This design comes from an exercise in tuning for a short achievable clock period and few clock cycles on the open sky130 flow, not from production work.
The RTL was checked by simulation tests, not by an equivalence proof against the original design.
Power and IR drop assume default switching activity.

## flow/config.mk

```make
export PLATFORM = sky130hd
export DESIGN_NAME = riscvTop
export DESIGN_NICKNAME = riscvTop
export VERILOG_FILES = /design/flow/design.v
export SDC_FILE = /design/flow/constraint.sdc
export NUM_CORES = 4
export LEC_CHECK = 0
export ABC_CLOCK_PERIOD_IN_PS = 2000
export CAP_MARGIN = 20
export CORE_MARGIN = 2
export CORE_UTILIZATION = 40
export SETUP_SLACK_MARGIN = 3.5
export SLEW_MARGIN = 20
export TNS_END_PERCENT = 100
```

## flow/constraint.sdc

```tcl
create_clock -name core_clock -period 6.0 [get_ports {clk}]
set_input_delay 1.2000 -clock core_clock [delete_from_list [all_inputs] [get_ports {clk}]]
set_output_delay 1.2000 -clock core_clock [all_outputs]
set_load 0.01 [all_outputs]
```

## flow/design.v

```verilog
`timescale 1ns/100ps
`default_nettype none
package riscvPkg;
    localparam logic [1:0] kRegLoad = 2'd0;   
    localparam logic [1:0] kFetch   = 2'd1;   
    localparam logic [1:0] kData    = 2'd2;   
    localparam logic [1:0] kWrite   = 2'd3;   
    localparam logic [2:0] phInit  = 3'd0;
    localparam logic [2:0] phStart = 3'd1;
    localparam logic [2:0] phAfterD = 3'd2;
    localparam logic [2:0] phAfterF = 3'd3;
    localparam logic [2:0] phDone  = 3'd4;
endpackage
`default_nettype wire
`timescale 1ns/100ps
`default_nettype none
module insnDecoder (
    input  logic [31:0] insn,
    output logic        isLoad,
    output logic        isStore,
    output logic        isLui,
    output logic        isOpImm,
    output logic        writes,
    output logic [31:0] immI,
    output logic [31:0] immS
);
    logic is32;
    assign is32 = insn[1:0] == 2'b11;
    assign isLoad = is32 && insn[6:2] == 5'b00000;
    assign isOpImm = is32 && insn[6:2] == 5'b00100;
    assign isStore = is32 && insn[6:2] == 5'b01000;
    assign isLui = is32 && insn[6:2] == 5'b01101;
    assign writes = isLoad | isStore | isLui | isOpImm;
    assign immI = {{20{insn[31]}}, insn[31:20]};
    assign immS = {{20{insn[31]}}, insn[31:25], insn[11:7]};
endmodule
`default_nettype wire
`timescale 1ns/100ps
`default_nettype none
module alu (
    input  logic [2:0]  funct3,
    input  logic        arith,
    input  logic [31:0] x,
    input  logic [31:0] y,
    output logic [31:0] sum,
    output logic [31:0] logic_,
    output logic [31:0] shl,
    output logic [31:0] shr,
    output logic        lts,
    output logic        ltu
);
    logic [4:0] coarse;
    assign coarse = {y[4:2], 2'b00};
    assign sum = x + y;
    assign lts = $signed(x) < $signed(y);
    assign ltu = x < y;
    assign logic_ = funct3[1] ? (funct3[0] ? x & y : x | y) : x ^ y;
    assign shl = x << coarse;
    assign shr = $unsigned($signed({arith & x[31], x}) >>> coarse);
endmodule
module aluFinish (
    input  logic [2:0]  funct3,
    input  logic        arith,
    input  logic [1:0]  shamt,
    input  logic [31:0] sum,
    input  logic [31:0] logic_,
    input  logic [31:0] shl,
    input  logic [31:0] shr,
    input  logic        lts,
    input  logic        ltu,
    output logic [31:0] result
);
    logic [32:0] shrFill;
    assign shrFill = {arith & shr[31], shr};
    always_comb begin
        case (funct3)
            3'd0: result = sum;
            3'd1: result = shl << shamt;
            3'd2: result = {31'd0, lts};
            3'd3: result = {31'd0, ltu};
            3'd5: result = 32'($signed(shrFill) >>> shamt);
            default: result = logic_;
        endcase
    end
endmodule
`default_nettype wire
`timescale 1ns/100ps
`default_nettype none
module byteLanes (
    input  logic [2:0]  funct3,
    input  logic [1:0]  addrLow,
    input  logic [31:0] word,
    input  logic [31:0] rs2,
    output logic [31:0] loadValue,
    output logic [31:0] storeWord
);
    logic [7:0] laneByte;
    logic [15:0] laneHalf;
    assign laneByte = word[{addrLow, 3'b000} +: 8];
    assign laneHalf = addrLow[1] ? word[31:16] : word[15:0];
    always_comb begin
        case (funct3[1:0])
            2'b00: loadValue = {{24{~funct3[2] & laneByte[7]}}, laneByte};
            2'b01: loadValue = {{16{~funct3[2] & laneHalf[15]}}, laneHalf};
            default: loadValue = word;
        endcase
    end
    always_comb begin
        storeWord = word;
        case (funct3[1:0])
            2'b00: storeWord[{addrLow, 3'b000} +: 8] = rs2[7:0];
            2'b01: storeWord[{addrLow[1], 4'b0000} +: 16] = rs2[15:0];
            default: storeWord = rs2;
        endcase
    end
endmodule
`default_nettype wire
`timescale 1ns/100ps
`default_nettype none
import riscvPkg::*;
module coreSequencer (
    input  logic        clk,
    input  logic        rst,
    input  logic [31:0] memRdata,
    input  logic        memReady,
    output logic [14:0] memAddr,
    output logic [31:0] memWdata,
    output logic        memWe,
    output logic        memStrobe
);
    logic [1:0]  oKind;      
    logic        issQ;       
    logic [31:0] rdQ;        
    logic        rdvQ;       
    logic [1:0]  rdkQ;       
    logic [2:0]  ph;
    logic [4:0]  rCnt;       
    logic [3:0]  rDone;      
    logic [14:0] pc1;        
    logic [14:0] pc2;        
    logic        m1, m2;     
    logic [31:0] rf [0:15];
    logic [15:0] rfWe;       
    logic [31:0] rfWd;
    logic        q1v, q2v;
    logic [31:0] q0i, q1i, q2i;
    logic [1:0]  c1;         
    logic [31:0] opA1, opB1, imm1;
    logic [31:0] sum1, log1, shl1, shr1;
    logic        lts1, ltu1;
    logic        ld0, st0, lui0, opi0, wr0, needOld0;
    logic [31:0] opB0;
    logic [31:0] sum0, log0, shl0, shr0;
    logic        lts0, ltu0;
    logic        hasD0;
    logic        c0;         
    logic [31:0] old0;
    logic [31:0] res0;
    logic        rv0;        
    logic        cm0;        
    logic [14:0] wA0;        
    logic        wReg0;      
    logic [15:0] wOh0;       
    logic ld1, st1, lui1, opi1, wr1;
    logic [31:0] immI1, immS1;
    insnDecoder dec1 (.insn(q1i), .isLoad(ld1), .isStore(st1), .isLui(lui1), .isOpImm(opi1),
                      .writes(wr1), .immI(immI1), .immS(immS1));
    logic [16:0] dS1;
    logic [14:0] wA1;
    assign dS1 = sum1[16:0];
    assign wA1 = st1 ? dS1[16:2] : {11'd0, q1i[10:7]};
    logic [16:0] dS0;
    logic        nV;
    logic [1:0]  nK;
    logic [14:0] nA;
    always_comb begin
        nV = 1'b0;
        nK = kFetch;
        nA = pc2;
        case (ph)
            phInit: begin
                nV = 1'b1;
                nK = kRegLoad;
                nA = {11'd0, rCnt[3:0]};
            end
            phStart: begin
                nV = 1'b1;
                if (hasD0) begin
                    nK = kData;
                    nA = dS0[16:2];
                end
            end
            phAfterD: nV = 1'b1;
            phAfterF: begin
                nV = rv0;
                nK = kWrite;
                nA = wA0;
            end
            default: ;
        endcase
    end
    logic load;
    assign load = memReady | ~memStrobe;
    always_ff @(posedge clk) begin
        rdQ <= memRdata;
        if (rst) begin
            memStrobe <= 1'b0;
            memWe <= 1'b0;
            memAddr <= 15'd0;
            memWdata <= 32'd0;
            oKind <= kFetch;
            issQ <= 1'b0;
            rdvQ <= 1'b0;
            rdkQ <= kFetch;
        end else begin
            rdvQ <= memReady & memStrobe;
            rdkQ <= oKind;
            issQ <= load & nV;
            if (load) begin
                memStrobe <= nV;
                memAddr <= nA;
                memWe <= nK == kWrite;
                memWdata <= res0;
                oKind <= nK;
            end
        end
    end
    logic inV;
    logic wChk;
    logic patch1, patch2, patchIn;
    logic [31:0] q2iP, inP;
    logic shiftOk, lastIss, shift;
    assign inV = rdvQ && rdkQ == kFetch;
    logic [31:0] src1;
    logic stS, ldS, luiS, opiS, wrS;
    logic [31:0] immIS, immSS;
    logic in1;
    assign in1 = inV && (!q1v || (shift && !q2v));
    assign src1 = in1 ? rdQ : q1i;
    insnDecoder decS (.insn(src1), .isLoad(ldS), .isStore(stS), .isLui(luiS), .isOpImm(opiS),
                      .writes(wrS), .immI(immIS), .immS(immSS));
    assign wChk = issQ && oKind == kWrite;
    assign patch1 = wChk && m1;
    assign patch2 = wChk && q2v && m2;
    assign patchIn = wChk && inV && m2;
    assign q2iP = patch2 ? res0 : q2i;
    assign inP = patchIn ? res0 : rdQ;
    assign shiftOk = q1v && c1 == 2'd2 && !patch1 && (cm0 || !wr0);
    assign lastIss = issQ && (oKind == kWrite || (oKind == kFetch && !wr0));
    assign shift = (lastIss || ph == phDone) && shiftOk;
    logic dNow, final0;
    logic [31:0] resN;
    assign dNow = hasD0 && rdvQ && rdkQ == kData;
    logic oNow;
    assign oNow = !hasD0 && needOld0 && c0;
    assign final0 = !wReg0 || rv0 || dNow || oNow;
    assign resN = rv0 ? res0 : hasD0 ? ldRd : ld0 ? ldOld : stOld;
    logic [31:0] aluB, ldRd, stRd, ldOld, stOld;
    always_ff @(posedge clk) begin
        if (rst) begin
            ph <= phInit;
            rCnt <= 5'd0;
            rDone <= 4'd0;
            pc1 <= 15'h3ff;
            pc2 <= 15'h400;
            q1v <= 1'b1;
            q1i <= 32'd0;
            q2v <= 1'b0;
            c1 <= 2'd2;
            ld0 <= 1'b0;
            st0 <= 1'b0;
            lui0 <= 1'b0;
            opi0 <= 1'b0;
            wr0 <= 1'b0;
            hasD0 <= 1'b0;
            wReg0 <= 1'b0;
            rv0 <= 1'b0;
            cm0 <= 1'b0;
            c0 <= 1'b0;
            rfWe <= 16'd0;
        end else begin
            if (issQ) begin
                case (oKind)
                    kRegLoad: begin
                        rCnt <= rCnt + 5'd1;
                        if (rCnt[3:0] == 4'd15) ph <= phStart;
                    end
                    kData: ph <= phAfterD;
                    kFetch: begin
                        if (wr0) ph <= phAfterF;
                        else ph <= shiftOk ? phStart : phDone;
                    end
                    default: ph <= shiftOk ? phStart : phDone;
                endcase
            end else if (ph == phDone && shiftOk) begin
                ph <= phStart;
            end
            rfWe <= 16'd0;
            if (rdvQ && rdkQ == kRegLoad) begin
                rfWe <= 16'd1 << rDone;
                rfWd <= rdQ;
                rDone <= rDone + 4'd1;
            end else if (rv0 && !cm0) begin
                rfWe <= wReg0 ? wOh0 : 16'd0;
                rfWd <= res0;
            end
            if (shift) begin
                q0i <= q1i;
                ld0 <= ld1;
                st0 <= st1;
                lui0 <= lui1;
                opi0 <= opi1;
                wr0 <= wr1;
                needOld0 <= ld1 || (st1 && !q1i[13]);
                opB0 <= opB1;
                sum0 <= sum1;
                log0 <= log1;
                shl0 <= shl1;
                shr0 <= shr1;
                lts0 <= lts1;
                ltu0 <= ltu1;
                hasD0 <= dS1[16:6] != 11'd0 && (ld1 || (st1 && !q1i[13]));
                wA0 <= wA1;
                wReg0 <= wr1 && wA1[14:4] == 11'd0;
                wOh0 <= 16'd1 << wA1[3:0];
                pc1 <= pc1 + 15'd1;
                pc2 <= pc2 + 15'd1;
                rv0 <= 1'b0;
                cm0 <= 1'b0;
                c0 <= 1'b0;
                if (q2v) begin
                    q1i <= q2iP;
                    q1v <= 1'b1;
                    q2i <= inP;
                    q2v <= inV;
                end else begin
                    q1i <= inP;
                    q1v <= inV;
                    q2v <= 1'b0;
                end
                c1 <= (in1 && !patchIn && !(wr1 && wA1[14:4] == 11'd0)) ? 2'd1 : 2'd0;
            end else begin
                c0 <= 1'b1;
                if (patch1) q1i <= res0;
                if (patch2) q2i <= res0;
                if (inV) begin
                    if (!q1v) begin
                        q1i <= inP;
                        q1v <= 1'b1;
                    end else begin
                        q2i <= inP;
                        q2v <= 1'b1;
                    end
                end
                if (patch1 || (inV && !q1v && patchIn) || !final0) c1 <= 2'd0;
                else if (inV && !q1v) c1 <= 2'd1;
                else if (c1 != 2'd2) c1 <= c1 + 2'd1;
                if (!rv0) begin
                    if (hasD0) begin
                        if (rdvQ && rdkQ == kData) begin
                            res0 <= ld0 ? ldRd : stRd;
                            rv0 <= 1'b1;
                        end
                    end else if (c0 || !needOld0) begin
                        res0 <= lui0 ? {q0i[31:12], 12'd0} : opi0 ? aluB : ld0 ? ldOld : stOld;
                        rv0 <= wr0;
                    end
                end else if (!cm0) begin
                    cm0 <= 1'b1;
                end
            end
        end
    end
    always_ff @(posedge clk) begin
        for (int i = 0; i < 16; i++) begin
            if (rfWe[i]) rf[i] <= rfWd;
        end
    end
    logic [31:0] sumOut, logOut, shlOut, shrOut;
    logic        ltsOut, ltuOut;
    alu alu0 (.funct3(q1i[14:12]), .arith(q1i[30]), .x(opA1), .y(imm1),
              .sum(sumOut), .logic_(logOut), .shl(shlOut), .shr(shrOut), .lts(ltsOut), .ltu(ltuOut));
    aluFinish alu1 (.funct3(q0i[14:12]), .arith(q0i[30]), .shamt(q0i[21:20]), .sum(sum0),
                    .logic_(log0), .shl(shl0), .shr(shr0), .lts(lts0), .ltu(ltu0), .result(aluB));
    byteLanes lanesD (.funct3(q0i[14:12]), .addrLow(dS0[1:0]), .word(rdQ), .rs2(opB0),
                      .loadValue(ldRd), .storeWord(stRd));
    byteLanes lanesR (.funct3(q0i[14:12]), .addrLow(dS0[1:0]), .word(old0), .rs2(opB0),
                      .loadValue(ldOld), .storeWord(stOld));
    assign dS0 = sum0[16:0];
    logic fwdA, fwdB;
    assign fwdA = (rv0 || dNow || oNow) && wReg0 && wA0[3:0] == src1[18:15];
    assign fwdB = (rv0 || dNow || oNow) && wReg0 && wA0[3:0] == src1[23:20];
    always_ff @(posedge clk) begin
        old0 <= rf[dS0[5:2]];
        opA1 <= fwdA ? resN : rf[src1[18:15]];
        opB1 <= fwdB ? resN : rf[src1[23:20]];
        imm1 <= stS ? immSS : immIS;
        sum1 <= sumOut;
        log1 <= logOut;
        shl1 <= shlOut;
        shr1 <= shrOut;
        lts1 <= ltsOut;
        ltu1 <= ltuOut;
        m1 <= wA0 == pc1;
        m2 <= wA0 == pc2;
    end
endmodule
`default_nettype wire
`timescale 1ns/100ps
`default_nettype none
module riscvCore (
    input  logic        clk,
    input  logic        rst,
    input  logic [31:0] memRdata,
    input  logic        memReady,
    output logic [14:0] memAddr,
    output logic [31:0] memWdata,
    output logic        memWe,
    output logic        memStrobe
);
    coreSequencer seq0 (
        .clk(clk), .rst(rst), .memRdata(memRdata), .memReady(memReady),
        .memAddr(memAddr), .memWdata(memWdata), .memWe(memWe), .memStrobe(memStrobe)
    );
endmodule
`default_nettype wire
`timescale 1ns/100ps
`default_nettype none
module riscvTop (
    input  logic        clk,
    input  logic        rst,
    input  logic [31:0] mem_rdata,
    input  logic        mem_ready,
    output logic [14:0] mem_addr,
    output logic [31:0] mem_wdata,
    output logic        mem_we,
    output logic        mem_strobe
);
    riscvCore core0 (
        .clk(clk), .rst(rst), .memRdata(mem_rdata), .memReady(mem_ready),
        .memAddr(mem_addr), .memWdata(mem_wdata), .memWe(mem_we), .memStrobe(mem_strobe)
    );
endmodule
`default_nettype wire
```

## flow/run.sh

```bash
#!/bin/bash
# synth_recipe.tcl (not shown) runs the flow's synth.tcl, then flattens the netlist and writes it again
# the make line also repeats each setting of config.mk as NAME=value (left out here)
make -C /OpenROAD-flow-scripts/flow DESIGN_CONFIG=/design/flow/config.mk WORK_HOME=/design/flow/orfs CLKGATE_MAP_FILE= SYNTH_SCRIPT=/design/flow/synth_recipe.tcl finish
```

==> run_results.csv, run 1 <==
group,metric,value,unit
sta,tightest_slew,1160,ps
sta,finalCritPeriodShare,56.9,%
yosys,synth-edff-count,822,
sta,relSlewSlack,22.9,%
detailed_routing,routed_wl,333000,µm
setup_path,worstPathRequired,6720,ps
min_path,holdPathEnd,"core0.seq0.shl0[21]",
yosys,synth_cells,5853,
cells_and_area,drive_above_1_share,27.7,%
setup_path,worstRegToRegCells,14,
setup_path,slowest_delay,690,ps
detailed_routing,viasPerCell,7.24,
clock_tree,cts_hold_buf,0,
cells_and_area,largest_register_ffs,512,
detailed_routing,first_pass_iters,15,
yosys,ys_seq_elements,1251,
pwr,peakVddDrop,0.000356,V
global_routing,grt_pass1_wl,445000,µm
die,die_h,400,µm
sta,rsz0062_at_grt,"yes",
die,die-area,160000,µm²
yosys,ys_async_sr_fraction,0,%
min_path,hold_class,"reg -> reg",
yosys,yosysWarnings,4,
clock_tree,clockBufferDepth,3,
setup_path,timing.rr.start,"core0.seq0.ph[1]",
setup_path,r2r-end,"core0.seq0.opB1[3]",
detailed_routing,drc,0,
cells_and_area,final_cell_mix,"822 x edfxtp_1, 548 x nand2_1, 417 x a22oi_1, 344 x buf_4, 333 x dfxtp_1",
cells_and_area,nFillCells,13200,
die,num_rows,145,
placed_design,gp_congestion,1.06,
clock_tree,cts_made_buffers,140,
global_routing,gr-usage-all-layers,39.8,%
sta,finalSetupViolations,0,
setup_path,cpMaxStageDelayCell,"a211oi_4",
clock_tree,clk_pin_slew_worst_paths,60,ps
yosys,synthFlopType,"edfxtp_1",
yosys,synthDistinctLibCells,91,
setup_path,worstPathMaxFanout,5,
sta,clock.fmax,0.293,GHz
sta,maxSlewViolCount,0,
cells_and_area,final_nets,6406,
cells_and_area,syn2layout_area_growth,29.4,%
pwr,p_per_area,441,nW/µm²
clock_tree,cts.sinks,1251,
sta,min_period,3410,ps
die,pin_count,84,
setup_path,end_kind,"register",
placed_design,placed_cells,7710,
yosys,synth_nets,5999,
outcome,status,"no timing/DRC/antenna violations",
sta,skew,60.3,ps
flow_run,drv_cap,0,
sta,hold_viol,0,
global_routing,grt_antenna_before_repair,28,
clock_tree,clk_latency,840,ps
global_routing,grt_max_degree,79,
global_routing,grt_pass1_vias,55600,
min_path,min_from,"core0.seq0.shl1[21]",
setup_path,worstPathArrival,4130,ps
detailed_routing,ant_nets,0,
cells_and_area,multi_input_area,31200,µm²
pwr,p_leak,0.0288,µW
cells_and_area,regMostFlops,"core0.seq0.rf",
yosys,syn_area,62600,µm²
detailed_routing,vias,61300,
die,core,156000,µm²
detailed_routing,wire_per_inst,39.4,µm
clock_tree,cts_tree,"built",
cells_and_area,final_cell_count_no_fill,8465,
min_path,worstHoldPathCells,0,
die,initial_core_util,40.2,%
yosys,synth.avg_cell_area,10.7,µm²
global_routing,grt_remaining_overflow,0,
clock_tree,h-tree-depth,4,
setup_path,crit_chain,"or3b_4, o21a_4, buf_6, buf_6, o311ai_4, o211ai_1, buf_4, a211oi_4, buf_6, buf_6, a222oi_1, nand3_1, nor3_2, o22ai_1",
setup_path,crit_type,"reg -> reg",
placed_design,io_buffers,83,
die,die_width,400,µm
setup_path,crit_top_cell,"buf_6",
placed_design,place_hpwl,196000,µm
setup_path,r2r_slack,2590,ps
clock_tree,cts_root_buffer,"clkbuf_16",
cells_and_area,final-seq-area,33500,µm²
cells_and_area,layout.cells.most_common,"edfxtp_1",
setup_path,cp-start-kind,"register",
sta,tns,0,ps
yosys,yosysSeqAreaShare,53.1,%
detailed_routing,drtIter0Drc,12700,
-- logic make-up after synthesis --
logic type / share of synthesized area (%)
AO/OA/AOI/OAI: 22.1
XOR/XNOR: 1.30
adder cells (fa/ha/maj): 2.24
buffers and inverters: 3.59
flip-flops: 53.1
multiplexers: 6.99
AND/OR/NAND/NOR: 10.7
-- through the flow --
stage	setup slack [ps]	power [µW]	hold slack (ps)	area (µm²)	util, %
2_1_floorplan	765	18000	386	63700	-
3_3_place_gp	1590	22400	386	66600	42.7
3_5_place_dp	1550	22500	389	66600	42.7
4_1_cts	2800	33700	395	78300	50.3
5_1_grt	2580	36400	399	81000	52.0
6_report	2590	35800	394	81100	52.0
-- power breakdown --
group / switching (µW) / internal (µW)
registers: 1890 / 10900
logic: 8430 / 5640
clock network: 3780 / 5170
-- timing repair --
| item | 4_1_cts | 5_1_grt |
|---|---|---|
| setup buffers | 295 | 111 |
| endpoints found under the setup margin | 660 | 463 |
| gates resized for setup | 1064 | 329 |
| gates cloned | 46 | 13 |
| pin swaps | 271 | 206 |
-- worst max-delay path by stage --
stage                        start                  end
2_1_floorplan                  rst    core0.seq0.q1i[0]
3_3_place_gp       core0.seq0.issQ  core0.seq0.opA1[30]
3_5_place_dp       core0.seq0.issQ  core0.seq0.opA1[13]
4_1_cts           core0.seq0.ph[2]  core0.seq0.opB1[31]
5_1_grt        core0.seq0.oKind[1]  core0.seq0.opB1[18]
6_report          core0.seq0.ph[1]   core0.seq0.opB1[3]
-- layout make-up --
class	count	area share [%]
clock buffer	193	4.81
timing repair buffer	729	10.7
tap	2058	3.18
multi-input combinational	4042	38.4
sequential	1251	41.3
antenna	31	0.0957
clock inverter	65	1.02
inverter	96	0.489
-- critical path: cells and delay by family, from the launching register on --
kind,cells,cell delay [ps]
flip-flops,1,340
buffers and inverters,5,860
AO/OA/AOI/OAI,6,1510
AND/OR/NAND/NOR,3,600
-- metal layers --
metal	vias to the layer above	wire length, µm	global-route usage, %
li1	23600	-	-
met4	32	37000	31.3
met1	29200	112000	47.1
met2	6331	125000	52.4
met5	-	1040	3.81
met3	2155	58800	21.8
-- cells in the mapped netlist, types with 61 or more instances --
master	instances	area share, %
o22a_1	65	0.91
edfxtp_1	822	39
mux2i_1	280	4.5
o21ai_0	310	2.5
a22oi_1	551	6.6
inv_1	92	0.55
mux2_2	74	1.3
ha_1	110	2.2
nor3_1	74	0.59
a222oi_1	61	0.97
nand2_1	571	3.4
dfxtp_1	429	14
nor2_1	333	2.0
a221oi_1	84	1.2
clkbuf_1	369	2.2
nand3_1	122	0.97
o211ai_1	68	0.81
a21oi_1	366	2.9
nand4_1	125	1.2
Testbench counts, summed over its fixed seeds: cycles 56,637.
==> run 2: changes to the inputs <==
--- a/flow/design.v
+++ b/flow/design.v
@@ -44,40 +44,31 @@
     input  logic [31:0] y,
-    output logic [31:0] sum,
-    output logic [31:0] logic_,
-    output logic [31:0] shl,
-    output logic [31:0] shr,
-    output logic        lts,
-    output logic        ltu
+    output logic [16:0] sumLo,
+    output logic        carryLo,
+    output logic [14:0] sumHi0,
+    output logic [14:0] sumHi1,
+    output logic [31:0] other,
+    output logic        ltLo,
+    output logic        eqHi,
+    output logic        ltHiU,
+    output logic        ltHiS
 );
-    logic [4:0] coarse;
-    assign coarse = {y[4:2], 2'b00};
-    assign sum = x + y;
-    assign lts = $signed(x) < $signed(y);
-    assign ltu = x < y;
-    assign logic_ = funct3[1] ? (funct3[0] ? x & y : x | y) : x ^ y;
-    assign shl = x << coarse;
-    assign shr = $unsigned($signed({arith & x[31], x}) >>> coarse);
-endmodule
-module aluFinish (
-    input  logic [2:0]  funct3,
-    input  logic        arith,
-    input  logic [1:0]  shamt,
-    input  logic [31:0] sum,
-    input  logic [31:0] logic_,
-    input  logic [31:0] shl,
-    input  logic [31:0] shr,
-    input  logic        lts,
-    input  logic        ltu,
-    output logic [31:0] result
-);
-    logic [32:0] shrFill;
-    assign shrFill = {arith & shr[31], shr};
+    logic [4:0] shamt;
+    logic s, hiOnes;
+    assign shamt = y[4:0];
+    assign s = y[31];
+    assign {carryLo, sumLo} = {1'b0, x[16:0]} + {1'b0, y[16:0]};
+    assign sumHi0 = s ? x[31:17] - 15'd1 : x[31:17];
+    assign sumHi1 = s ? x[31:17] : x[31:17] + 15'd1;
+    assign hiOnes = x[31:16] == 16'hffff;
+    assign ltLo = x[15:0] < y[15:0];
+    assign eqHi = s ? hiOnes : x[31:16] == 16'd0;
+    assign ltHiU = s & ~hiOnes;
+    assign ltHiS = x[31] & ~(s & hiOnes);
     always_comb begin
         case (funct3)
-            3'd0: result = sum;
-            3'd1: result = shl << shamt;
-            3'd2: result = {31'd0, lts};
-            3'd3: result = {31'd0, ltu};
-            3'd5: result = 32'($signed(shrFill) >>> shamt);
-            default: result = logic_;
+            3'd1: other = x << shamt;
+            3'd5: other = $unsigned($signed({arith & x[31], x}) >>> shamt);
+            3'd6: other = x | y;
+            3'd7: other = x & y;
+            default: other = x ^ y;
         endcase
@@ -89,6 +80,11 @@
 module byteLanes (
-    input  logic [2:0]  funct3,
-    input  logic [1:0]  addrLow,
+    input  logic [3:0]  lb,
+    input  logic        isB,
+    input  logic        isH,
+    input  logic        isW,
+    input  logic        hHi,
+    input  logic        uns,
+    input  logic [3:0]  rep,
     input  logic [31:0] word,
-    input  logic [31:0] rs2,
+    input  logic [31:0] rs2x,
     output logic [31:0] loadValue,
@@ -96,20 +92,12 @@
 );
-    logic [7:0] laneByte;
-    logic [15:0] laneHalf;
-    assign laneByte = word[{addrLow, 3'b000} +: 8];
-    assign laneHalf = addrLow[1] ? word[31:16] : word[15:0];
-    always_comb begin
-        case (funct3[1:0])
-            2'b00: loadValue = {{24{~funct3[2] & laneByte[7]}}, laneByte};
-            2'b01: loadValue = {{16{~funct3[2] & laneHalf[15]}}, laneHalf};
-            default: loadValue = word;
-        endcase
-    end
-    always_comb begin
-        storeWord = word;
-        case (funct3[1:0])
-            2'b00: storeWord[{addrLow, 3'b000} +: 8] = rs2[7:0];
-            2'b01: storeWord[{addrLow[1], 4'b0000} +: 16] = rs2[15:0];
-            default: storeWord = rs2;
-        endcase
+    logic signB, signH, ext;
+    assign signB = (lb[0] & word[7]) | (lb[1] & word[15]) | (lb[2] & word[23]) | (lb[3] & word[31]);
+    assign signH = hHi ? word[31] : word[15];
+    assign ext = ~uns & ((isB & signB) | (isH & signH));
+    assign loadValue[7:0] = ({8{lb[0]}} & word[7:0]) | ({8{lb[1]}} & word[15:8])
+                          | ({8{lb[2]}} & word[23:16]) | ({8{lb[3]}} & word[31:24]);
+    assign loadValue[15:8] = isW ? word[15:8] : isH ? (hHi ? word[31:24] : word[15:8]) : {8{ext}};
+    assign loadValue[31:16] = isW ? word[31:16] : {16{ext}};
+    for (genvar k = 0; k < 4; k++) begin : g_lane
+        assign storeWord[8*k +: 8] = rep[k] ? rs2x[8*k +: 8] : word[8*k +: 8];
     end
@@ -148,8 +136,17 @@
     logic [31:0] opA1, opB1, imm1;
-    logic [31:0] sum1, log1, shl1, shr1;
-    logic        lts1, ltu1;
+    logic [16:0] sumLo1;
+    logic        cLo1;
+    logic [14:0] sumHi01, sumHi11;
+    logic [31:0] oth1;
+    logic        ltLo1, eqHi1, ltHiU1, ltHiS1;
     logic        ld0, st0, lui0, opi0, wr0, needOld0;
-    logic [31:0] opB0;
-    logic [31:0] sum0, log0, shl0, shr0;
-    logic        lts0, ltu0;
+    logic [3:0]  lb0, rep0;
+    logic        isB0, isH0, isW0, hHi0, uns0;
+    logic [31:0] rs2x0;
+    logic [16:0] sumLo0;
+    logic        cLo0;
+    logic [14:0] sumHi00, sumHi10;
+    logic [31:0] oth0;
+    logic        ltLo0, eqHi0, ltHiU0, ltHiS0;
+    logic        sSum0, sOth0, sLts0, sLtu0, sLui0, sLdO0, sStO0;
     logic        hasD0;
@@ -169,3 +166,3 @@
     logic [14:0] wA1;
-    assign dS1 = sum1[16:0];
+    assign dS1 = sumLo1;
     assign wA1 = st1 ? dS1[16:2] : {11'd0, q1i[10:7]};
@@ -236,4 +233,5 @@
     logic [31:0] immIS, immSS;
-    logic in1;
-    assign in1 = inV && (!q1v || (shift && !q2v));
+    logic in1, spec;
+    assign spec = inV && q1v && !q2v && (lastIss || ph == phDone);
+    assign in1 = (inV && !q1v) || spec;
     assign src1 = in1 ? rdQ : q1i;
@@ -250,6 +248,5 @@
     assign shift = (lastIss || ph == phDone) && shiftOk;
-    logic dNow, final0;
+    logic dNow, oNow, final0;
     logic [31:0] resN;
     assign dNow = hasD0 && rdvQ && rdkQ == kData;
-    logic oNow;
     assign oNow = !hasD0 && needOld0 && c0;
@@ -314,9 +311,26 @@
                 needOld0 <= ld1 || (st1 && !q1i[13]);
-                opB0 <= opB1;
-                sum0 <= sum1;
-                log0 <= log1;
-                shl0 <= shl1;
-                shr0 <= shr1;
-                lts0 <= lts1;
-                ltu0 <= ltu1;
+                lb0 <= q1i[13] ? 4'b0001 : q1i[12] ? (dS1[1] ? 4'b0100 : 4'b0001) : 4'b0001 << dS1[1:0];
+                isB0 <= q1i[13:12] == 2'b00;
+                isH0 <= q1i[13:12] == 2'b01;
+                isW0 <= q1i[13];
+                hHi0 <= dS1[1];
+                uns0 <= q1i[14];
+                rep0 <= q1i[13] ? 4'b1111 : q1i[12] ? (dS1[1] ? 4'b1100 : 4'b0011) : 4'b0001 << dS1[1:0];
+                rs2x0 <= q1i[13] ? opB1 : q1i[12] ? {2{opB1[15:0]}} : {4{opB1[7:0]}};
+                sumLo0 <= sumLo1;
+                cLo0 <= cLo1;
+                sumHi00 <= sumHi01;
+                sumHi10 <= sumHi11;
+                oth0 <= oth1;
+                ltLo0 <= ltLo1;
+                eqHi0 <= eqHi1;
+                ltHiU0 <= ltHiU1;
+                ltHiS0 <= ltHiS1;
+                sSum0 <= opi1 && q1i[14:12] == 3'd0;
+                sLts0 <= opi1 && q1i[14:12] == 3'd2;
+                sLtu0 <= opi1 && q1i[14:12] == 3'd3;
+                sOth0 <= opi1 && (q1i[14:12] == 3'd1 || q1i[14] == 1'b1);
+                sLui0 <= lui1;
+                sLdO0 <= ld1;
+                sStO0 <= st1;
                 hasD0 <= dS1[16:6] != 11'd0 && (ld1 || (st1 && !q1i[13]));
@@ -354,3 +368,3 @@
                 end
-                if (patch1 || (inV && !q1v && patchIn) || !final0) c1 <= 2'd0;
+                if (patch1 || (inV && !q1v && patchIn) || spec || !final0) c1 <= 2'd0;
                 else if (inV && !q1v) c1 <= 2'd1;
@@ -364,3 +378,3 @@
                     end else if (c0 || !needOld0) begin
-                        res0 <= lui0 ? {q0i[31:12], 12'd0} : opi0 ? aluB : ld0 ? ldOld : stOld;
+                        res0 <= aluB;
                         rv0 <= wr0;
@@ -378,13 +392,23 @@
     end
-    logic [31:0] sumOut, logOut, shlOut, shrOut;
-    logic        ltsOut, ltuOut;
+    logic [16:0] sumLoOut;
+    logic        cLoOut, ltLoOut, eqHiOut, ltHiUOut, ltHiSOut;
+    logic [14:0] sumHi0Out, sumHi1Out;
+    logic [31:0] othOut;
     alu alu0 (.funct3(q1i[14:12]), .arith(q1i[30]), .x(opA1), .y(imm1),
-              .sum(sumOut), .logic_(logOut), .shl(shlOut), .shr(shrOut), .lts(ltsOut), .ltu(ltuOut));
-    aluFinish alu1 (.funct3(q0i[14:12]), .arith(q0i[30]), .shamt(q0i[21:20]), .sum(sum0),
-                    .logic_(log0), .shl(shl0), .shr(shr0), .lts(lts0), .ltu(ltu0), .result(aluB));
-    byteLanes lanesD (.funct3(q0i[14:12]), .addrLow(dS0[1:0]), .word(rdQ), .rs2(opB0),
-                      .loadValue(ldRd), .storeWord(stRd));
-    byteLanes lanesR (.funct3(q0i[14:12]), .addrLow(dS0[1:0]), .word(old0), .rs2(opB0),
-                      .loadValue(ldOld), .storeWord(stOld));
-    assign dS0 = sum0[16:0];
+              .sumLo(sumLoOut), .carryLo(cLoOut), .sumHi0(sumHi0Out), .sumHi1(sumHi1Out),
+              .other(othOut),
+              .ltLo(ltLoOut), .eqHi(eqHiOut), .ltHiU(ltHiUOut), .ltHiS(ltHiSOut));
+    logic ltU0, ltS0;
+    assign ltU0 = ltHiU0 || (eqHi0 && ltLo0);
+    assign ltS0 = ltHiS0 || (eqHi0 && ltLo0);
+    assign aluB = ({32{sSum0}} & {cLo0 ? sumHi10 : sumHi00, sumLo0})
+                | ({32{sOth0}} & oth0)
+                | {31'd0, (sLts0 && ltS0) || (sLtu0 && ltU0)}
+                | ({32{sLui0}} & {q0i[31:12], 12'd0})
+                | ({32{sLdO0}} & ldOld) | ({32{sStO0}} & stOld);
+    byteLanes lanesD (.lb(lb0), .isB(isB0), .isH(isH0), .isW(isW0), .hHi(hHi0), .uns(uns0),
+                      .rep(rep0), .word(rdQ), .rs2x(rs2x0), .loadValue(ldRd), .storeWord(stRd));
+    byteLanes lanesR (.lb(lb0), .isB(isB0), .isH(isH0), .isW(isW0), .hHi(hHi0), .uns(uns0),
+                      .rep(rep0), .word(old0), .rs2x(rs2x0), .loadValue(ldOld), .storeWord(stOld));
+    assign dS0 = sumLo0;
     logic fwdA, fwdB;
@@ -397,8 +421,11 @@
         imm1 <= stS ? immSS : immIS;
-        sum1 <= sumOut;
-        log1 <= logOut;
-        shl1 <= shlOut;
-        shr1 <= shrOut;
-        lts1 <= ltsOut;
-        ltu1 <= ltuOut;
+        sumLo1 <= sumLoOut;
+        cLo1 <= cLoOut;
+        sumHi01 <= sumHi0Out;
+        sumHi11 <= sumHi1Out;
+        oth1 <= othOut;
+        ltLo1 <= ltLoOut;
+        eqHi1 <= eqHiOut;
+        ltHiU1 <= ltHiUOut;
+        ltHiS1 <= ltHiSOut;
         m1 <= wA0 == pc1;
--- a/flow/config.mk
+++ b/flow/config.mk
@@ -10,4 +10,7 @@
 export CORE_MARGIN = 2
-export CORE_UTILIZATION = 40
-export SETUP_SLACK_MARGIN = 3.5
+export CORE_UTILIZATION = 35
+export CTS_CLUSTER_DIAMETER = 60
+export CTS_CLUSTER_SIZE = 30
+export PLACE_DENSITY = 0.5
+export SETUP_SLACK_MARGIN = 3.55
 export SLEW_MARGIN = 20
==> run 2 against run 1 <==
Compared with the run above:
- still clean
- critical path depth increased by 1
- combinational power up 26%
- sequential power down 5%
- synthesized cell count is 0.94% lower
- die area grew 11%
- design area decreased by 0.93%
- core utilization fell by 5.8 points
- critical path type unchanged
==> run_results.csv, run 2 <==
group,metric,value,unit
outcome,status,"no timing/DRC/antenna violations",
cells_and_area,layout.cells.most_common,"edfxtp_1",
cells_and_area,final_cell_count_no_fill,8706,
yosys,ys_async_sr_fraction,0,%
yosys,syn_area,61000,µm²
yosys,ys_seq_elements,1173,
cells_and_area,nFillCells,15700,
cells_and_area,final_cell_mix,"792 x edfxtp_1, 469 x inv_1, 430 x nand2_1, 405 x buf_4, 383 x nor2_1",
cells_and_area,design_area,80300,µm²
setup_path,crit_chain,"nand4b_4, nor2_4, buf_8, buf_6, buf_6, a21oi_4, buf_12, buf_6, o22ai_4, buf_12, buf_12, o22ai_1, nor4_1, o2bb2ai_1, mux2i_1",
setup_path,critPathCapture,"core0.seq0.opB1[21]",
setup_path,worstRegToRegCells,15,
yosys,synth.most_common_cell,"edfxtp_1",
yosys,synth-edff-count,792,
sta,finalSetupViolations,0,
sta,whs,400,ps
yosys,synth_compound_area_share,22.2,%
setup_path,r2r-end,"core0.seq0.opB1[21]",
placed_design,gp_congestion,0.990,
yosys,synth_nets,5927,
global_routing,grt_pass1_vias,54600,
cells_and_area,syn2layout_area_growth,31.6,%
placed_design,dp_slack,1330,ps
sta,finalCritPeriodShare,52.9,%
yosys,yosysSeqAreaShare,51.5,%
setup_path,worstPathArrival,3830,ps
yosys,yosysWarnings,3,
flow_run,drv_cap,0,
detailed_routing,ant_nets,0,
clock_tree,clk_pin_slew_worst_paths,80,ps
sta,maxSlewViolCount,0,
yosys,synth-simple-area-share,9.48,%
detailed_routing,routed_wl,338000,µm
setup_path,crit_path_start,"core0.seq0.rdkQ[1]",
sta,skew,33.1,ps
clock_tree,clockBufferDepth,3,
detailed_routing,viasPerCell,6.74,
yosys,synth_xor_area_share,1.48,%
setup_path,cp-start-kind,"register",
die,initial_core_util,35.1,%
yosys,yosysTopAreaCell,"edfxtp_1",
global_routing,gr-usage-all-layers,36.4,%
sta,tightest_slew,1090,ps
setup_path,cpMaxStageDelayCell,"dfxtp_4",
sta,tns,0,ps
setup_path,crit_type,"reg -> reg",
setup_path,slowest_delay,370,ps
global_routing,grt_max_degree,72,
placed_design,post_dp_cell_area,65100,µm²
global_routing,grt_antenna_before_repair,16,
cells_and_area,regMostFlops,"core0.seq0.rf",
clock_tree,cts_made_buffers,109,
die,pin_count,84,
setup_path,end_kind,"register",
detailed_routing,drtIter0Drc,10300,
sta,min_period,3180,ps
global_routing,grt_remaining_overflow,0,
pwr,peakVddDrop,0.000363,V
detailed_routing,first_pass_iters,12,
global_routing,grt_pass1_wl,455000,µm
setup_path,r2r_slack,2820,ps
clock_tree,h-tree-depth,3,
clock_tree,cts.sinks,1173,
setup_path,timing.rr.start,"core0.seq0.rdkQ[1]",
clock_tree,cts_root_buffer,"clkbuf_16",
setup_path,worstPathRequired,6650,ps
sta,relSlewSlack,26.4,%
cells_and_area,drive_above_1_share,29.0,%
sta,clock.fmax,0.315,GHz
detailed_routing,vias,58700,
yosys,synthFlopType,"edfxtp_1",
detailed_routing,drc,0,
die,die_width,422,µm
sta,fin_ws,2820,ps
cells_and_area,final_nets,6406,
yosys,synth_mux_area_share,7.01,%
die,core,174000,µm²
setup_path,worstPathMaxFanout,8,
die,num_rows,153,
placed_design,io_buffers,83,
yosys,synth_common_cells,"792 x edfxtp_1, 477 x inv_1, 437 x nand2_1, 431 x nor2_1",
placed_design,place_hpwl,201000,µm
pwr,p_leak,0.0295,µW
yosys,synth_top_family_by_area,"compound AO/OA/AOI/OAI gates",
cells_and_area,largest_register_ffs,512,
sta,hold_viol,0,
yosys,synth.avg_cell_area,10.5,µm²
die,die_h,422,µm
clock_tree,cts_tree,"built",
min_path,hold_class,"reg -> reg",
yosys,synth_cells,5798,
pwr,p_per_area,474,nW/µm²
placed_design,placed_cells,7910,
yosys,synthDistinctLibCells,100,
clock_tree,clk_latency,790,ps
yosys,synth.area.top_cells,"edfxtp_1 39%, dfxtp_1 12%, a22oi_1 4.7%",
yosys,netlist.area_leader.share,39.0,%
detailed_routing,wire_per_inst,38.8,µm
yosys,synthAdderAreaFrac,1.96,%
sta,rsz0062_at_grt,"yes",
die,die-area,178000,µm²
==> run 2: changes by cell type after synthesis, moves of 56 or more <==
cell      delta
inv_1      +385
mux2i_1    -172
a22oi_1    -170
a221oi_1   +141
o22ai_1    +139
nand2_1    -134
nor2_1      +98
o21ai_0     -67
a21oi_1     -66
o211ai_1    -64
nand3_1     -62
o221ai_1    +56
==> run 2: kinds of logic (layout without fill, tap and decap cells) <==
logic type,Yosys count,in the layout
AOI/OAI and AO/OA,1887,1896
xor gates and xnor gates,103,103
adders and majority gates,95,95
buffers and inverters,963,1522
DFF,1173,1173
muxes,315,315
other,0,8
and+or+nand+nor,1262,1269
==> run 2: layout make-up <==
class	count	area (µm²)	area share [%]
repair inverters	3	25.0	0.0312
clock inverters	84	1350	1.68
multi-input cells	3678	29600	36.8
flip-flops and latches	1173	31600	39.4
well taps	2325	2910	3.62
repair buffers	830	10000	12.5
inverters	482	1870	2.32
diodes	8	20.0	0.0249
clock buffers	123	2890	3.59
==> run 2: metrics by stage <==
| step | power [µW] | util [%] |
|---|---|---|
| after CTS | 36000 | 44.9 |
| after detailed placement | 24500 | 37.5 |
| after global routing | 38700 | 46.2 |
| after global placement | 24400 | 37.5 |
| final | 38100 | 46.3 |
| after floorplan | 19000 | - |
==> run 2: timing repair <==
item,4_1_cts,5_1_grt
endpoints found under the setup margin,628,396
cloned,59,6
resized for setup,1038,279
pin swaps,208,153
buffers inserted,407,109
hold buffers,0,0
==> run 2: report_power, final <==
group | switching [µW] | total [µW] | internal [µW] | leakage, µW
Combinational | 10400 | 17800 | 7420 | 0.0170
Sequential | 1980 | 12100 | 10100 | 0.0104
Clock | 3940 | 8190 | 4250 | 0.00205
==> run 2: per-layer routing <==
layer	GRT usage [%]	wire [µm]
met3	15.4	48600
met1	44.5	122000
met5	0.968	653
met4	24.5	29900
met2	52.0	137000
==> run 2: worst min-delay path by stage <==
| stage | from | end | slack, ps | cells past startpoint |
|---|---|---|---|---|
| 3_5_place_dp | core0.seq0.ltLo1 | core0.seq0.ltLo0 | 390 | 0 |
| 6_report | core0.seq0.oth1[23] | core0.seq0.oth0[23] | 400 | 0 |
| 3_3_place_gp | core0.seq0.sumHi01[14] | core0.seq0.sumHi00[14] | 390 | 0 |
| 2_1_floorplan | core0.seq0.cLo1 | core0.seq0.cLo0 | 390 | 0 |
| 5_1_grt | core0.seq0.oth1[23] | core0.seq0.oth0[23] | 400 | 0 |
| 4_1_cts | core0.seq0.oth1[0] | core0.seq0.oth0[0] | 400 | 0 |
==> run 2: critical path: cells and delay by family, from the launching register on <==
kind	cells	cell delay, ps
DFF	1	370
buffers and inverters	7	950
and+or+nand+nor	3	920
AOI/OAI and AO/OA	4	640
muxes	1	120
Testbench counts of run 2, summed over its fixed seeds: cycles 56,637.
==> run 3: changes to the inputs <==
--- a/flow/design.v
+++ b/flow/design.v
@@ -121,4 +121,4 @@
     logic [31:0] rdQ;        
-    logic        rdvQ;       
-    logic [1:0]  rdkQ;       
+    logic        fQ, dQ, rQ;  
+    logic        lastQ;      
     logic [2:0]  ph;
@@ -209,7 +209,11 @@
             issQ <= 1'b0;
-            rdvQ <= 1'b0;
-            rdkQ <= kFetch;
+            fQ <= 1'b0;
+            dQ <= 1'b0;
+            rQ <= 1'b0;
+            lastQ <= 1'b0;
         end else begin
-            rdvQ <= memReady & memStrobe;
-            rdkQ <= oKind;
+            fQ <= memReady & memStrobe & (oKind == kFetch);
+            dQ <= memReady & memStrobe & (oKind == kData);
+            rQ <= memReady & memStrobe & (oKind == kRegLoad);
+            lastQ <= load & nV & (nK == kWrite || (nK == kFetch && ph != phInit && !wr0));
             issQ <= load & nV;
@@ -229,3 +233,3 @@
     logic shiftOk, lastIss, shift;
-    assign inV = rdvQ && rdkQ == kFetch;
+    assign inV = fQ;
     logic [31:0] src1;
@@ -233,5 +237,4 @@
     logic [31:0] immIS, immSS;
-    logic in1, spec;
-    assign spec = inV && q1v && !q2v && (lastIss || ph == phDone);
-    assign in1 = (inV && !q1v) || spec;
+    logic in1;
+    assign in1 = inV && !q1v;
     assign src1 = in1 ? rdQ : q1i;
@@ -246,3 +249,3 @@
     assign shiftOk = q1v && c1 == 2'd2 && !patch1 && (cm0 || !wr0);
-    assign lastIss = issQ && (oKind == kWrite || (oKind == kFetch && !wr0));
+    assign lastIss = lastQ;
     assign shift = (lastIss || ph == phDone) && shiftOk;
@@ -250,3 +253,3 @@
     logic [31:0] resN;
-    assign dNow = hasD0 && rdvQ && rdkQ == kData;
+    assign dNow = hasD0 && dQ;
     assign oNow = !hasD0 && needOld0 && c0;
@@ -295,3 +298,3 @@
             rfWe <= 16'd0;
-            if (rdvQ && rdkQ == kRegLoad) begin
+            if (rQ) begin
                 rfWe <= 16'd1 << rDone;
@@ -368,3 +371,3 @@
                 end
-                if (patch1 || (inV && !q1v && patchIn) || spec || !final0) c1 <= 2'd0;
+                if (patch1 || (inV && !q1v && patchIn) || !final0) c1 <= 2'd0;
                 else if (inV && !q1v) c1 <= 2'd1;
@@ -373,3 +376,3 @@
                     if (hasD0) begin
-                        if (rdvQ && rdkQ == kData) begin
+                        if (dQ) begin
                             res0 <= ld0 ? ldRd : stRd;
==> run 3 against run 2 <==
Compared with the run above:
- sequential share of layout area grew 1.2 points
- design area shrank 2.8%
- first-iteration DRC count grew 20%
- combinational power grew 22%
- clock power grew 6.5%
- total power grew 13%
- global-route usage grew 3.1 points
- count of clock-buffer cells in the layout shrank 2
- routed wire length grew 7.0%
- via count grew 2.3%
- die area shrank 2.1%
- non-clock buffer count grew 5
- critical path type unchanged
==> run_results.csv, run 3 <==
group,metric,value,unit
yosys,syn_area,59700,µm²
cells_and_area,regMostFlops,"core0.seq0.rf",
die,pin_count,84,
setup_path,critPathTopFamily,"buffers and inverters",
yosys,yosysWarnings,3,
die,die_h,417,µm
cells_and_area,final_cell_mix,"792 x edfxtp_1, 482 x nand2_1, 454 x buf_4, 412 x nor2_1, 333 x a22oi_1",
yosys,ys_seq_elements,1174,
yosys,ys_async_sr_fraction,0,%
yosys,synth_top_family_by_area,"compound AO/OA/AOI/OAI gates",
setup_path,worstPathRequired,6670,ps
sta,clock.fmax,0.358,GHz
global_routing,met2_usage,54.4,%
pwr,p_per_area,550,nW/µm²
yosys,synth_mux_area_share,6.01,%
sta,rsz0062_at_grt,"yes",
setup_path,cpMaxStageDelayCell,"dfxtp_4",
sta,maxSlewViolCount,0,
setup_path,end_kind,"register",
yosys,netlist.area_leader.share,39.8,%
detailed_routing,viasPerCell,7.12,
yosys,yosysSeqAreaShare,52.6,%
sta,relSlewSlack,2.74,%
yosys,synth.avg_cell_area,10.6,µm²
yosys,synth_nets,5766,
cells_and_area,syn2layout_area_growth,30.7,%
placed_design,place_hpwl,224000,µm
die,die_width,417,µm
clock_tree,clk_latency,830,ps
clock_tree,cts.sinks,1174,
clock_tree,clk_pin_slew_worst_paths,90,ps
sta,finalCritPeriodShare,46.5,%
sta,finalSetupViolations,0,
global_routing,grt_max_degree,72,
global_routing,grt_pass1_wl,475000,µm
die,die-area,174000,µm²
placed_design,placed_cells,7662,
clock_tree,h-tree-depth,3,
setup_path,crit_type,"reg -> reg",
detailed_routing,ant_nets,0,
die,num_rows,151,
die,core,169000,µm²
yosys,synth_xor_area_share,1.47,%
cells_and_area,drive_above_1_share,28.4,%
sta,tns,0,ps
cells_and_area,layout.cells.most_common,"edfxtp_1",
clock_tree,cts_tree,"built",
clock_tree,clockBufferDepth,3,
setup_path,critPathBufInv,7,
global_routing,gr-usage-all-layers,39.5,%
detailed_routing,vias,60100,
yosys,synthDistinctLibCells,96,
detailed_routing,routed_wl,362000,µm
setup_path,crit_chain,"buf_12, nor2b_4, buf_12, buf_8, o31ai_4, buf_12, buf_4, buf_12, buf_4, a222oi_1, nor2_1, nor4_2, a221oi_1",
pwr,p_leak,0.0276,µW
global_routing,use_met1,49.6,%
cells_and_area,final_cell_count_no_fill,8436,
placed_design,gp_congestion,1.05,
cells_and_area,largest_register_ffs,512,
sta,min_period,2790,ps
die,initial_core_util,35.2,%
global_routing,grt_remaining_overflow,0,
yosys,yosysTopAreaCell,"edfxtp_1",
sta,hold_viol,0,
global_routing,busiest_layer,"met2",
flow_run,drv_cap,0,
detailed_routing,drtIter0Drc,12300,
yosys,synth_cells,5637,
global_routing,grt_pass1_vias,54400,
detailed_routing,first_pass_iters,14,
outcome,status,"no timing/DRC/antenna violations",
detailed_routing,drc,0,
yosys,synth-simple-area-share,10.7,%
yosys,synth.area.top_cells,"edfxtp_1 40%, dfxtp_1 13%, a22oi_1 4.6%",
setup_path,crit_top_cell,"buf_12",
setup_path,worstPathMaxFanout,6,
cells_and_area,final_nets,6232,
setup_path,slowest_delay,410,ps
setup_path,worstPathArrival,3460,ps
setup_path,cp-start-kind,"register",
yosys,synth_compound_area_share,23.2,%
placed_design,io_buffers,83,
yosys,synth-edff-count,792,
clock_tree,cts_root_buffer,"clkbuf_16",
detailed_routing,wire_per_inst,42.9,µm
yosys,synthAdderAreaFrac,1.98,%
clock_tree,cts_made_buffers,115,
global_routing,grt_antenna_before_repair,32,
yosys,synth_common_cells,"792 x edfxtp_1, 493 x nand2_1, 475 x nor2_1, 382 x dfxtp_1, 377 x clkbuf_1",
global_routing,grt_use_met3,17.1,%
yosys,synth.most_common_cell,"edfxtp_1",
pwr,peakVddDrop,0.000374,V
sta,skew,52.1,ps
sta,tightest_slew,1440,ps
min_path,hold_class,"reg -> reg",
clock_tree,cts_hold_buf,0,
yosys,synthFlopType,"edfxtp_1",
==> run 3: changes by cell type in the layout (fill, tap and decap cells not counted), moves of 48 or more <==
cell,delta
inv_1,-365
a222oi_1,+165
nand3_1,+51
a221oi_1,-59
nand2_1,+52
a21oi_1,+62
buf_4,+49
o22ai_1,-48
==> run 3: worst paths after layout <==
path                 startpoint                  end  slack [ps]  depth (start not counted)
min reg2reg  core0.seq0.oth1[4]   core0.seq0.oth0[4]         390                          0
max               core0.seq0.fQ  core0.seq0.opA1[30]        3210                         13
min          core0.seq0.oth1[4]   core0.seq0.oth0[4]         390                          0
max reg2reg       core0.seq0.fQ  core0.seq0.opA1[30]        3210                         13
==> run 3: layout make-up <==
| type | instances | area [µm²] |
|---|---|---|
| Fill cell | 15500 | 91400 |
| Sequential cell | 1174 | 31700 |
| Multi-Input combinational cell | 3862 | 28900 |
| Timing Repair Buffer | 835 | 9620 |
| Clock buffer | 121 | 3010 |
| Tap cell | 2218 | 2780 |
| Clock inverter | 99 | 1620 |
| Inverter | 114 | 459 |
| Antenna cell | 12 | 30.0 |
| Timing Repair inverter | 1 | 7.51 |
==> run 3: worst reg2reg max path: stages, from the launching register on <==
cell,delay (ps)
dfxtp_4,410
buf_12,130
nor2b_4,220
buf_12,160
buf_8,110
o31ai_4,60
buf_12,160
buf_4,140
buf_12,150
buf_4,170
a222oi_1,380
nor2_1,130
nor4_2,330
a221oi_1,120
==> run 3: logic make-up after synthesis <==
logic type,after synthesis
xor gates and xnor gates,100
muxes,285
and+or+nand+nor,1437
DFF,1174
adders and majority gates,94
buffers and inverters,615
AOI/OAI and AO/OA,1932
==> run 3: what timing repair did <==
item,in CTS,in global routing
endpoints found under the setup margin,536,370
setup buffers,361,120
cloned,48,12
gates resized for setup,1019,268
pin swaps,257,179
==> run 3: stage by stage <==
step	hold WS, ps	area [µm²]	utilization (%)	setup slack, ps	total power [µW]
after floorplan	386	59900	-	1430	20100
after global placement	386	63600	37.5	1890	27100
after detailed placement	389	63600	37.5	1730	27200
after CTS	405	75600	44.6	3300	40000
after global routing	403	78000	46.1	3170	43400
final	394	78100	46.1	3210	42900
==> run 3: where the power goes <==
group	internal (µW)	switching, µW
Combinational	8610	13000
Clock	4330	4390
Sequential	10300	2230
==> run 3: layer usage <==
layer  wire [µm]  vias up
li1            -    23200
met4       32300       26
met1      131000    29600
met2      142000     5647
met5         401        -
met3       56200     1615
Testbench counts of run 3, summed over its fixed seeds: cycles 56,851.
==> run 4: changes to the inputs <==
--- a/flow/design.v
+++ b/flow/design.v
@@ -48,3 +48,5 @@
     output logic [14:0] sumHi1,
-    output logic [31:0] other,
+    output logic [31:0] logic_,
+    output logic [31:0] shl,
+    output logic [31:0] shr,
     output logic        ltLo,
@@ -58,3 +60,3 @@
     assign s = y[31];
-    assign {carryLo, sumLo} = {1'b0, x[16:0]} + {1'b0, y[16:0]};
+    prefixAdd #(.W(17)) addLo (.a(x[16:0]), .b(y[16:0]), .cin(1'b0), .s(sumLo), .cout(carryLo));
     assign sumHi0 = s ? x[31:17] - 15'd1 : x[31:17];
@@ -62,3 +64,6 @@
     assign hiOnes = x[31:16] == 16'hffff;
-    assign ltLo = x[15:0] < y[15:0];
+    logic [15:0] diffLo;
+    logic noBorrow;
+    prefixAdd #(.W(16)) cmpLo (.a(x[15:0]), .b(~y[15:0]), .cin(1'b1), .s(diffLo), .cout(noBorrow));
+    assign ltLo = ~noBorrow;
     assign eqHi = s ? hiOnes : x[31:16] == 16'd0;
@@ -66,10 +71,40 @@
     assign ltHiS = x[31] & ~(s & hiOnes);
+    assign logic_ = funct3[1] ? (funct3[0] ? x & y : x | y) : x ^ y;
+    assign shl = x << shamt;
+    assign shr = $unsigned($signed({arith & x[31], x}) >>> shamt);
+endmodule
+`default_nettype wire
+`default_nettype none
+module prefixAdd #(
+    parameter int W = 16
+) (
+    input  logic [W-1:0] a,
+    input  logic [W-1:0] b,
+    input  logic         cin,
+    output logic [W-1:0] s,
+    output logic         cout
+);
+    localparam int L = W > 16 ? 5 : W > 8 ? 4 : W > 4 ? 3 : W > 2 ? 2 : 1;
+    logic [W-1:0] g [0:L];
+    logic [W-1:0] p [0:L];
+    logic [W:0]   c;
     always_comb begin
-        case (funct3)
-            3'd1: other = x << shamt;
-            3'd5: other = $unsigned($signed({arith & x[31], x}) >>> shamt);
-            3'd6: other = x | y;
-            3'd7: other = x & y;
-            default: other = x ^ y;
-        endcase
+        g[0] = a & b;
+        p[0] = a ^ b;
+        g[0][0] = (a[0] & b[0]) | ((a[0] ^ b[0]) & cin);
+        for (int k = 1; k <= L; k++) begin
+            for (int i = 0; i < W; i++) begin
+                if (i >= (1 << (k - 1))) begin
+                    g[k][i] = g[k-1][i] | (p[k-1][i] & g[k-1][i - (1 << (k - 1))]);
+                    p[k][i] = p[k-1][i] & p[k-1][i - (1 << (k - 1))];
+                end else begin
+                    g[k][i] = g[k-1][i];
+                    p[k][i] = p[k-1][i];
+                end
+            end
+        end
+        c[0] = cin;
+        for (int i = 0; i < W; i++) c[i+1] = g[L][i];
+        s = (a ^ b) ^ c[W-1:0];
+        cout = c[W];
     end
@@ -139,3 +174,3 @@
     logic [14:0] sumHi01, sumHi11;
-    logic [31:0] oth1;
+    logic [31:0] log1, shl1, shr1;
     logic        ltLo1, eqHi1, ltHiU1, ltHiS1;
@@ -148,5 +183,5 @@
     logic [14:0] sumHi00, sumHi10;
-    logic [31:0] oth0;
+    logic [31:0] log0, shl0, shr0;
     logic        ltLo0, eqHi0, ltHiU0, ltHiS0;
-    logic        sSum0, sOth0, sLts0, sLtu0, sLui0, sLdO0, sStO0;
+    logic        sSum0, sShl0, sShr0, sLog0, sLts0, sLtu0, sLui0, sLdO0, sStO0;
     logic        hasD0;
@@ -154,2 +189,3 @@
     logic [31:0] old0;
+    logic [15:0] oldSel0;    
     logic [31:0] res0;
@@ -238,3 +274,3 @@
     logic in1;
-    assign in1 = inV && !q1v;
+    assign in1 = 1'b0;
     assign src1 = in1 ? rdQ : q1i;
@@ -319,2 +355,3 @@
                 hHi0 <= dS1[1];
+                oldSel0 <= 16'd1 << dS1[5:2];
                 uns0 <= q1i[14];
@@ -326,3 +363,5 @@
                 sumHi10 <= sumHi11;
-                oth0 <= oth1;
+                log0 <= log1;
+                shl0 <= shl1;
+                shr0 <= shr1;
                 ltLo0 <= ltLo1;
@@ -334,3 +373,5 @@
                 sLtu0 <= opi1 && q1i[14:12] == 3'd3;
-                sOth0 <= opi1 && (q1i[14:12] == 3'd1 || q1i[14] == 1'b1);
+                sShl0 <= opi1 && q1i[14:12] == 3'd1;
+                sShr0 <= opi1 && q1i[14:12] == 3'd5;
+                sLog0 <= opi1 && (q1i[14:12] == 3'd4 || q1i[14:13] == 2'b11);
                 sLui0 <= lui1;
@@ -371,4 +412,3 @@
                 end
-                if (patch1 || (inV && !q1v && patchIn) || !final0) c1 <= 2'd0;
-                else if (inV && !q1v) c1 <= 2'd1;
+                if (patch1 || (inV && !q1v) || !final0) c1 <= 2'd0;
                 else if (c1 != 2'd2) c1 <= c1 + 2'd1;
@@ -398,6 +438,6 @@
     logic [14:0] sumHi0Out, sumHi1Out;
-    logic [31:0] othOut;
+    logic [31:0] logOut, shlOut, shrOut;
     alu alu0 (.funct3(q1i[14:12]), .arith(q1i[30]), .x(opA1), .y(imm1),
               .sumLo(sumLoOut), .carryLo(cLoOut), .sumHi0(sumHi0Out), .sumHi1(sumHi1Out),
-              .other(othOut),
+              .logic_(logOut), .shl(shlOut), .shr(shrOut),
               .ltLo(ltLoOut), .eqHi(eqHiOut), .ltHiU(ltHiUOut), .ltHiS(ltHiSOut));
@@ -407,3 +447,3 @@
     assign aluB = ({32{sSum0}} & {cLo0 ? sumHi10 : sumHi00, sumLo0})
-                | ({32{sOth0}} & oth0)
+                | ({32{sShl0}} & shl0) | ({32{sShr0}} & shr0) | ({32{sLog0}} & log0)
                 | {31'd0, (sLts0 && ltS0) || (sLtu0 && ltU0)}
@@ -420,3 +460,6 @@
     always_ff @(posedge clk) begin
-        old0 <= rf[dS0[5:2]];
+        old0 <= 32'd0;
+        for (int i = 0; i < 16; i++) begin
+            if (oldSel0[i]) old0 <= rf[i];
+        end
         opA1 <= fwdA ? resN : rf[src1[18:15]];
@@ -428,3 +471,5 @@
         sumHi11 <= sumHi1Out;
-        oth1 <= othOut;
+        log1 <= logOut;
+        shl1 <= shlOut;
+        shr1 <= shrOut;
         ltLo1 <= ltLoOut;
==> run 4 against run 3 <==
Compared with the run above:
- register-to-register slack better by 120 ps
- first-iteration DRC count down 21%
- sequential cell count grew 146
- critical endpoint is now core0.seq0.opA1[2]
- largest cell class unchanged
==> run_results.csv, run 4 <==
group,metric,value,unit
flow_run,drv_cap,0,
die,die-area,194000,µm²
cells_and_area,regMostFlops,"core0.seq0.rf",
die,initial_core_util,35.1,%
yosys,synth_xor_area_share,1.33,%
yosys,synth_common_cells,"874 x edfxtp_1, 578 x nand2_1, 452 x a21oi_1, 446 x dfxtp_1, 423 x nor2_1",
detailed_routing,routed_wl,352000,µm
setup_path,cpMaxStageDelayCell,"dfxtp_4",
detailed_routing,ant_nets,0,
setup_path,critPathTopFamily,"compound AO/OA/AOI/OAI gates",
pwr,peakVddDrop,0.000263,V
global_routing,gr-usage-all-layers,34.8,%
pwr,p_leak,0.0281,µW
sta,min_period,2670,ps
detailed_routing,vias,58800,
yosys,synth-simple-area-share,10.2,%
pwr,p_per_area,321,nW/µm²
detailed_routing,wire_per_inst,39.6,µm
die,pin_count,84,
setup_path,worstPathRequired,6670,ps
setup_path,crit_type,"reg -> reg",
detailed_routing,drtIter0Drc,9745,
cells_and_area,layout.cells.most_common,"edfxtp_1",
clock_tree,clk_latency,840,ps
sta,tightest_slew,1180,ps
yosys,syn_area,66700,µm²
cells_and_area,final-seq-area,35400,µm²
global_routing,grt_pass1_vias,54000,
detailed_routing,viasPerCell,6.62,
cells_and_area,final_cell_mix,"874 x edfxtp_1, 553 x nand2_1, 451 x a21oi_1, 404 x nor2_1, 344 x dfxtp_1",
global_routing,grt_pass1_wl,466000,µm
clock_tree,clockBufferDepth,3,
global_routing,grt_remaining_overflow,0,
cells_and_area,multi_input_area,29300,µm²
yosys,yosysWarnings,8,
cells_and_area,drive_above_1_share,20.0,%
yosys,ys_async_sr_fraction,0,%
clock_tree,cts.sinks,1320,
yosys,synth.area.top_cells,"edfxtp_1 39%, dfxtp_1 13%, mux2i_1 3.5%",
setup_path,crit_chain,"buf_6, nor2b_1, buf_4, and2_4, buf_6, a22oi_2, o221ai_2, a211oi_2, o22ai_2",
setup_path,end_kind,"register",
yosys,synthDistinctLibCells,91,
yosys,synth_mux_area_share,8.92,%
sta,clock.fmax,0.374,GHz
cells_and_area,syn2layout_area_growth,17.8,%
yosys,synth_cells,6189,
cells_and_area,final_cell_count_no_fill,8889,
die,die_h,441,µm
yosys,synth-edff-count,874,
yosys,yosysTopAreaCell,"edfxtp_1",
setup_path,worstPathMaxFanout,9,
clock_tree,cts_tree,"built",
yosys,synthFlopType,"edfxtp_1",
sta,hold_viol,0,
clock_tree,cts_root_buffer,"clkbuf_16",
cells_and_area,nFillCells,18100,
die,die_width,441,µm
sta,finalCritPeriodShare,44.5,%
detailed_routing,drc,0,
sta,rsz0062_at_grt,"yes",
setup_path,crit_top_cell,"buf_6",
cells_and_area,final_nets,6394,
detailed_routing,first_pass_iters,10,
cells_and_area,design_area,78600,µm²
sta,skew,78.8,ps
die,num_rows,160,
yosys,yosysSeqAreaShare,52.7,%
setup_path,worstPathArrival,3340,ps
setup_path,slowest_delay,570,ps
placed_design,post_dp_cell_area,70100,µm²
min_path,hold_class,"reg -> reg",
yosys,ys_seq_elements,1320,
yosys,synth.most_common_cell,"edfxtp_1",
yosys,synth_top_family_by_area,"compound AO/OA/AOI/OAI gates",
clock_tree,clk_pin_slew_worst_paths,80,ps
sta,relSlewSlack,21.6,%
placed_design,placed_cells,8433,
yosys,netlist.area_leader.share,39.3,%
setup_path,cp-start-kind,"register",
clock_tree,cts_hold_buf,0,
global_routing,grt_antenna_before_repair,30,
yosys,synth.avg_cell_area,10.8,µm²
die,core,190000,µm²
outcome,status,"no timing/DRC/antenna violations",
placed_design,place_hpwl,225000,µm
yosys,synth_nets,6317,
yosys,synthAdderAreaFrac,1.76,%
placed_design,io_buffers,83,
clock_tree,cts_made_buffers,118,
clock_tree,h-tree-depth,3,
placed_design,gp_congestion,1.01,
setup_path,critPathBufInv,3,
cells_and_area,largest_register_ffs,512,
global_routing,grt_max_degree,81,
sta,maxSlewViolCount,0,
sta,finalSetupViolations,0,
yosys,synth_compound_area_share,20.0,%
-- run 4: what timing repair did --
item	4_1_cts	5_1_grt
hold endpoints to repair	0	0
gates resized for setup	525	161
gates cloned	12	14
pin swaps	23	46
setup endpoints to repair	662	458
setup buffers	114	84
-- run 4: through the flow --
step | power (µW) | setup WS, ps | TNS (ps) | util [%] | hold WS (ps)
finish | 25300 | 3330 | 0 | 41.4 | 392
CTS | 24900 | 3370 | 0 | 40.5 | 398
global route | 25800 | 3420 | 0 | 41.4 | 409
floorplan | 13800 | -321 | -9380 | - | 333
global placement | 16000 | 2390 | 0 | 36.9 | 386
detailed placement | 16000 | 2390 | 0 | 37.0 | 389
-- run 4: path summary, 6_finish.rpt --
kind,slack (ps),depth (start not counted),from,to
hold reg to reg,390,0,core0.seq0.sumHi11[13],core0.seq0.sumHi10[13]
setup reg to reg,3330,9,core0.seq0.q1i[17],core0.seq0.opA1[2]
hold / removal,390,0,core0.seq0.sumHi11[13],core0.seq0.sumHi10[13]
setup / recovery,3330,9,core0.seq0.q1i[17],core0.seq0.opA1[2]
-- run 4: cell families (layout without fill, tap and decap cells) --
family                     after synthesis  in the layout
AOI/OAI and AO/OA                     1907           1909
xor gates and xnor gates               101            101
adders and majority gates               93             93
buffers and inverters                  800            975
DFF                                   1320           1320
muxes                                  482            482
other                                    0              8
and+or+nand+nor                       1486           1490
-- run 4: power breakdown --
part	total, µW	internal (µW)	switching (µW)
combinational	5070	1880	3190
sequential	11500	10600	964
clock	8650	4190	4470
total	25300	16700	8620
-- run 4: layout make-up --
class,count,area share (%)
Sequential cell,1320,45.0
Multi-Input combinational cell,4075,37.3
Timing Repair Buffer,479,6.74
Tap cell,2511,4.00
Clock buffer,124,3.87
Clock inverter,100,1.73
Inverter,271,1.32
Antenna cell,8,0.0255
Timing Repair inverter,1,0.00637
-- run 4: worst register-to-register path, delay by kind of cell (launching register included) --
family | cells | cell delay [ps]
AND/OR/NAND/NOR | 2 | 320
buffers and inverters | 3 | 660
flip-flops | 1 | 570
AO/OA/AOI/OAI | 4 | 970
-- run 4: layer usage --
layer | wire length (µm) | track usage, % | vias up
li1 | - | - | 23800
met1 | 133000 | 43.8 | 29200
met2 | 150000 | 52.2 | 4655
met3 | 41800 | 10.6 | 1238
met4 | 28000 | 21.2 | 18
met5 | 103 | 0 | -
Testbench counts of run 4, summed over its fixed seeds: cycles 56,915.

[afterwards: timing with drivers on the ports]
No port has a modelled driver above. Below, the same layouts with a new extraction and two added sets of constraints. Step 1, drivers: a clkbuf_16 drives clk and a buf_2 each remaining input, both assumed. Step 2 adds t to the input delays and takes it off the output delays; t is the mean of the earliest and latest rising clock arrival at the registers after step 1. Input paths then give back, and output paths get back, about the clock's delay inside the block. Slacks: ideal ports / drivers / drivers and shift; pairs: ideal ports / drivers.
| run | t (ns) | slack for setup (ns) | latest minus earliest clock arrival (ns) |
|---|---|---|---|
| run 1 | 0.888 | 2.588 / 2.588 / 2.588 | 0.065 / 0.066 |
| run 2 | 0.858 | 2.824 / 2.824 / 2.824 | 0.039 / 0.040 |
| run 3 | 0.885 | 3.210 / 3.210 / 2.978 | 0.056 / 0.056 |
| run 4 | 0.894 | 3.328 / 3.328 / 2.867 | 0.079 / 0.078 |
After both steps setup and hold are still met in every run listed. For run 4, which loses most, drivers alone change the setup slack by 0.000 ns; drivers and shift together by -0.461 ns.
